This design comes from an exercise in tuning for small area, a short achievable clock period and few clock cycles per item on the open sky130 flow, not from production work. In this exercise RTL edits were held to simulation tests only and were not proved equivalent to the original. Power is estimated from default activity; no workload was simulated.

run 1:
==> flow/design.v (excerpt) <==
module cnn_top
(
    input  logic        clk,
    input  logic        reset,
    input  logic        load_req,
    input  logic [15:0] load_cmd,        
    output logic        load_ack,
    input  logic        run_req,
    output logic        run_ack,
    output logic [81:0] result           
);
    function automatic logic gt8(input logic [7:0] a, input logic [7:0] b);
        logic r;
        r = 1'b0;
        for (int i = 0; i < 8; i++)
        begin
            r = (a[i] & ~b[i]) | (~(a[i] ^ b[i]) & r);
        end
        gt8 = r;
    endfunction
    function automatic logic gt22(input logic [21:0] a, input logic [21:0] b);
        logic r;
        r = 1'b0;
        for (int i = 0; i < 22; i++)
        begin
            r = (a[i] & ~b[i]) | (~(a[i] ^ b[i]) & r);
        end
        gt22 = r;
    endfunction
    logic [2:0] ph;
    always_ff @(posedge clk or negedge reset)
    begin
        if (!reset)
        begin
            ph <= '0;
        end
        else
        begin
            ph <= ph + 3'd1;
        end
    end
    logic       running;         
    logic       busy;
    assign busy = run_req || running || run_ack;
    logic        take;
  ...
Size in the first run: ~4400 cells after synthesis, roughly 1500 flip-flops, roughly 100 I/O pins, roughly 59000 µm² of cells after synthesis.
export LEC_CHECK = 0
export CAP_MARGIN = 20
export CORE_MARGIN = 2
export CORE_UTILIZATION = 70
export CTS_CLUSTER_DIAMETER = 65
export CTS_CLUSTER_SIZE = 26
export SLEW_MARGIN = 20
export SYNTH_HIERARCHICAL = 1
export SYNTH_MINIMUM_KEEP_SIZE = 0
create_clock -name core_clock -period 10.0 [get_ports {clk}]
standard.sh (not shown) runs the stock make flow with config.mk's settings and CLKGATE_MAP_FILE= SYNTH_SCRIPT=/design/flow/synth_recipe.tcl, a recipe that flattens the netlist after the stock synthesis.
==> flow/flow/run.sh <==
#!/bin/bash
# The standard layout, with timing repair aiming at 6.85 ns of setup slack
# against the design's 10 ns clock (a 3.15 ns critical path) instead of 0.
set -euo pipefail
bash standard.sh SETUP_SLACK_MARGIN=6.85 finish > standard_flow.log 2>&1
Testbench counts of run 1, summed over its fixed seeds: cycles 12,128, items 64.
Input-level comparison between run 2 and run 1:
- CTS_CLUSTER_DIAMETER changed from 65 to 70
- CTS_CLUSTER_SIZE changed from 26 to 28
==> flow/flow/run.sh <==
#!/bin/bash
# The standard layout, with timing repair aiming at 6.75 ns of setup slack
# against the design's 10 ns clock (a 3.25 ns critical path) instead of 0.
set -euo pipefail
bash standard.sh SETUP_SLACK_MARGIN=6.75 finish > standard_flow.log 2>&1
## What came out
- Both conditions hold for run 2: the flow ran to the end and the final layout passed the timing, design-rule and antenna checks.
- Per the comparison of run 2 with run 1, total power lost 3.6%; placer's final routability congestion estimate higher; measured slew at the worst slew-check pin lost 0.070 ns; non-clock buffer count up 1.6%; CTS buffer count now smaller.
- Looking at run 2 and run 1, the proportion of final cell area spent on non-clock buffers is a wash.
- As far as die area goes, run 1 and run 2 are indistinguishable; the numbers are identical.
- Looking at first-pass GRT wire length, run 2 sits 1.1% lower than run 1 does.
- Run 2: sequential share of cell area higher than run 1
Input-level comparison between run 3 and run 2:
- CTS_CLUSTER_SIZE: 28 -> 26
- CTS_CLUSTER_DIAMETER: 70 -> 65
Notes after the runs:
Run 3 — power 1.8% higher, run 2 as reference. Run 3 leaves less setup margin than run 2. [compare] base=run 2 new=run 3: via count now sits higher; final cell count went up; count of clock-net buffers in the final layout saw an increase; global-route track usage on met3 shrank by 0.18 points; adder and majority cell fraction of the synthesized area roughly the same.

---

== v6 ==
cnn_top, a different RTL version from the one above (not shown whole).
For scale: about 4900 cells after synthesis, ~1400 flip-flops, about 61000 um2 of cells after synthesis.
Design cnn_top, start of the top module:
module cnn_top
(
    input  logic        clk,
    input  logic        reset,
    input  logic        load_req,
    input  logic [15:0] load_cmd,        
    output logic        load_ack,
    input  logic        run_req,
    output logic        run_ack,
    output logic [81:0] result           
);
    logic [2:0] ph;
    always_ff @(posedge clk or negedge reset)
    begin
        if (!reset)
        begin
            ph <= '0;
        end
        else
        begin
            ph <= ph + 3'd1;
        end
    end
    logic       running;         
    logic       busy;
    assign busy = run_req || running || run_ack;
    logic        take;
    logic        wv;             
    logic        wv2;            
    logic        we_img;         
    logic        we_wts;         
    logic        we_flt;         
    assign take = load_req && !load_ack && !busy;
    always_ff @(posedge clk or negedge reset)
    begin
        if (!reset)
        begin
            load_ack <= 1'b0;
            wv       <= 1'b0;
            wv2      <= 1'b0;
        end
        else
        begin
            wv  <= take;
            wv2 <= wv;
            if (take)
  ...
clock: 10.0 ns
lec_check: 0
cap_margin: 20
core_margin: 2
core_utilization: 40
cts_cluster_diameter: 60
cts_cluster_size: 24
slew_margin: 20
==> flow/flow/run.sh <==
#!/bin/bash
# The standard layout, with timing repair aiming at 6.5 ns of setup slack
# against the design's 10 ns clock (a 3.5 ns critical path) instead of 0.
set -euo pipefail
bash standard.sh SETUP_SLACK_MARGIN=6.5 finish > standard_flow.log 2>&1
Testbench counts of v6, summed over its fixed seeds: cycles 12,128, items 64.
## Diff of input files: v7 against v6
-- flow/config.mk --
<<< v6, line 9
export CORE_MARGIN = 2
export CORE_UTILIZATION = 40
export CTS_CLUSTER_DIAMETER = 60
export CTS_CLUSTER_SIZE = 24
export SLEW_MARGIN = 20
>>> v7, line 9
export CORE_MARGIN = 2
export CORE_UTILIZATION = 40
export SLEW_MARGIN = 20
v7: all stages complete, timing, DRC and antenna checks passed
On v7: cell-internal power is about 10% higher than what v6 gave.
Wire length grows slightly when moving from v6 to v7.
[compare] base=v6 new=v7: via count now sits higher, ratio of routed vias to standard cells comparable, wire length on met1 shows an increase of 270 um.
Final standard cell area without fillers (v7 over v6): increase, 1500 um2

---

north:
cnn_top, a different RTL version from the one above (not shown whole).
Size in the first run: about 100 I/O pins, about 59,000 µm² of cells after synthesis.
// cnn_top
module cnn_top
(
    input  logic        clk,
    input  logic        reset,
    input  logic        load_req,
    input  logic [15:0] load_cmd,        
    output logic        load_ack,
    input  logic        run_req,
    output logic        run_ack,
    output logic [81:0] result           
);
==> flow/config.mk <==
export PLATFORM = sky130hd
export DESIGN_NAME = cnn_top
export DESIGN_NICKNAME = cnn_top
export VERILOG_FILES = /design/flow/design.v
export SDC_FILE = /design/flow/constraint.sdc
export NUM_CORES = 4
export LEC_CHECK = 0
export CAP_MARGIN = 20
export CORE_MARGIN = 2
export CORE_UTILIZATION = 75
export CTS_CLUSTER_DIAMETER = 65
export CTS_CLUSTER_SIZE = 26
export SLEW_MARGIN = 20
export SYNTH_HIERARCHICAL = 1
export SYNTH_MINIMUM_KEEP_SIZE = 0
==> flow/constraint.sdc <==
create_clock -name core_clock -period 10.0 [get_ports {clk}]
set_input_delay 2.0000 -clock core_clock [delete_from_list [all_inputs] [get_ports {clk}]]
set_output_delay 2.0000 -clock core_clock [all_outputs]
set_load 0.01 [all_outputs]
==> flow/flow/run.sh <==
#!/bin/bash
# The standard layout, with timing repair aiming at 6.7 ns of setup slack
# against the design's 10 ns clock (a 3.3 ns critical path) instead of 0.
set -euo pipefail
bash standard.sh SETUP_SLACK_MARGIN=6.7 finish > standard_flow.log 2>&1
Testbench counts of north, summed over its fixed seeds: cycles 12,128, items 64.
Relative to north, the following input files were edited for south:
Settings: CTS_CLUSTER_DIAMETER: 65 -> 60; CORE_UTILIZATION: 75 -> 50; CTS_CLUSTER_SIZE: 26 -> 24.
==> flow/flow/run.sh <==
#!/bin/bash
# The standard layout, with timing repair aiming at 6.8 ns of setup slack
# against the design's 10 ns clock (a 3.2 ns critical path) instead of 0.
set -euo pipefail
bash standard.sh SETUP_SLACK_MARGIN=6.8 finish > standard_flow.log 2>&1
--- outcome ---
- Every stage of the flow completed for south, and the final layout passed the timing, design-rule and antenna checks.
- north -> south: via count decreased by a few percent
- The maximum clock frequency of south is lower than that of north.
- [compare] base=north new=south: reported combinational group power went down by about 0.9%; first-pass GRT wire length higher; count of clock buffers in the final design higher.
Setup changes, south to east
Settings: CTS_CLUSTER_SIZE now 28, was 24; CTS_CLUSTER_DIAMETER now 70, was 60; CORE_UTILIZATION now 60, was 50.
### Flow results
In summary, east completed successfully, with a layout that passed the timing, design-rule and antenna checks. south completed every stage of the flow, and the final layout passed the timing, design-rule and antenna checks. Sort south and east by die area, descending, and south comes first. Tap cell instance count for east: 248 down relative to south. Changes observed in east relative to south: clock network power consumption now sits lower; share of total power in combinational logic now sits higher; power per cell area now sits lower. The clock network power share of east falls short of that of south by 3.9 points. Lower clock latency at the later pin of the worst-skew pair among south and east: east. Between south and east, the total global-route track usage is higher for east.
Modified inputs, west compared to east
Settings: changing CORE_UTILIZATION from 60 to 70.
==> flow/flow/run.sh <==
#!/bin/bash
# The standard layout, with timing repair aiming at 6.7 ns of setup slack
# against the design's 10 ns clock (a 3.3 ns critical path) instead of 0.
set -euo pipefail
bash standard.sh SETUP_SLACK_MARGIN=6.7 finish > standard_flow.log 2>&1
From east to west the numbers moved as follows: post-route total power down about 4%; final worst setup slack moved up. NOTE maximum frequency east->west increased slightly. Sum of routed wire segments on met1 for west is lower than for east. Diff east -> west: final hold slack -0.0084 ns, fraction of area in multi-input gates +0.34 points, area of the core region -13,000 µm². | count of placed standard cells in the final layout, fillers left out | west vs east | about 4.3% lower |. west vs east: combinational power down by a few percent. In the reports for west and east, the smaller final cycle utilization of the critical path belongs to west. west vs east: floorplan die area down by more than 10%.

-- what the ideal ports hide --
No port has a modelled driver above. Below, the same layouts with a new extraction and two added sets of constraints. Step 1, drivers: a clkbuf_16 drives clk and a buf_2 each remaining input, both assumed. Step 2 also shifts input and output timing later by t, the mid clock arrival at the registers, as if the neighbouring blocks saw the same clock. Slacks: no drivers / after step 1 / after step 2; pairs: no drivers / after step 1.
run | shift t [ns] | setup slack, ns | worst hold slack (ns) | worst setup path after step 2 | clock arrival spread, ns
run 1 | 0.743 | 6.763 / 6.686 / 6.303 | 0.324 / 0.324 / 0.324 | input to register | 0.051 / 0.050
run 2 | 0.728 | 6.752 / 6.681 / 6.313 | 0.325 / 0.325 / 0.325 | input to register | 0.049 / 0.049
run 3 | 0.742 | 6.743 / 6.674 / 6.329 | 0.317 / 0.317 / 0.317 | input to register | 0.058 / 0.058
v6 | 0.797 | 6.543 / 6.491 / 6.017 | 0.323 / 0.323 / 0.323 | input to register | 0.098 / 0.097
v7 | 0.861 | 6.542 / 6.492 / 5.985 | 0.311 / 0.311 / 0.311 | input to register | 0.072 / 0.071
north | 0.730 | 6.687 / 6.648 / 6.239 | 0.321 / 0.321 / 0.321 | input to register | 0.031 / 0.032
south | 0.788 | 6.655 / 6.632 / 6.283 | 0.320 / 0.320 / 0.320 | input to register | 0.057 / 0.056
east | 0.757 | 6.651 / 6.651 / 6.219 | 0.319 / 0.319 / 0.319 | input to register | 0.052 / 0.052
west | 0.730 | 6.703 / 6.649 / 6.179 | 0.311 / 0.311 / 0.311 | input to register | 0.034 / 0.034
After both steps every run listed still meets setup and hold. For v7, which loses most, drivers alone change the setup slack by -0.050 ns; drivers and shift together by -0.557 ns.
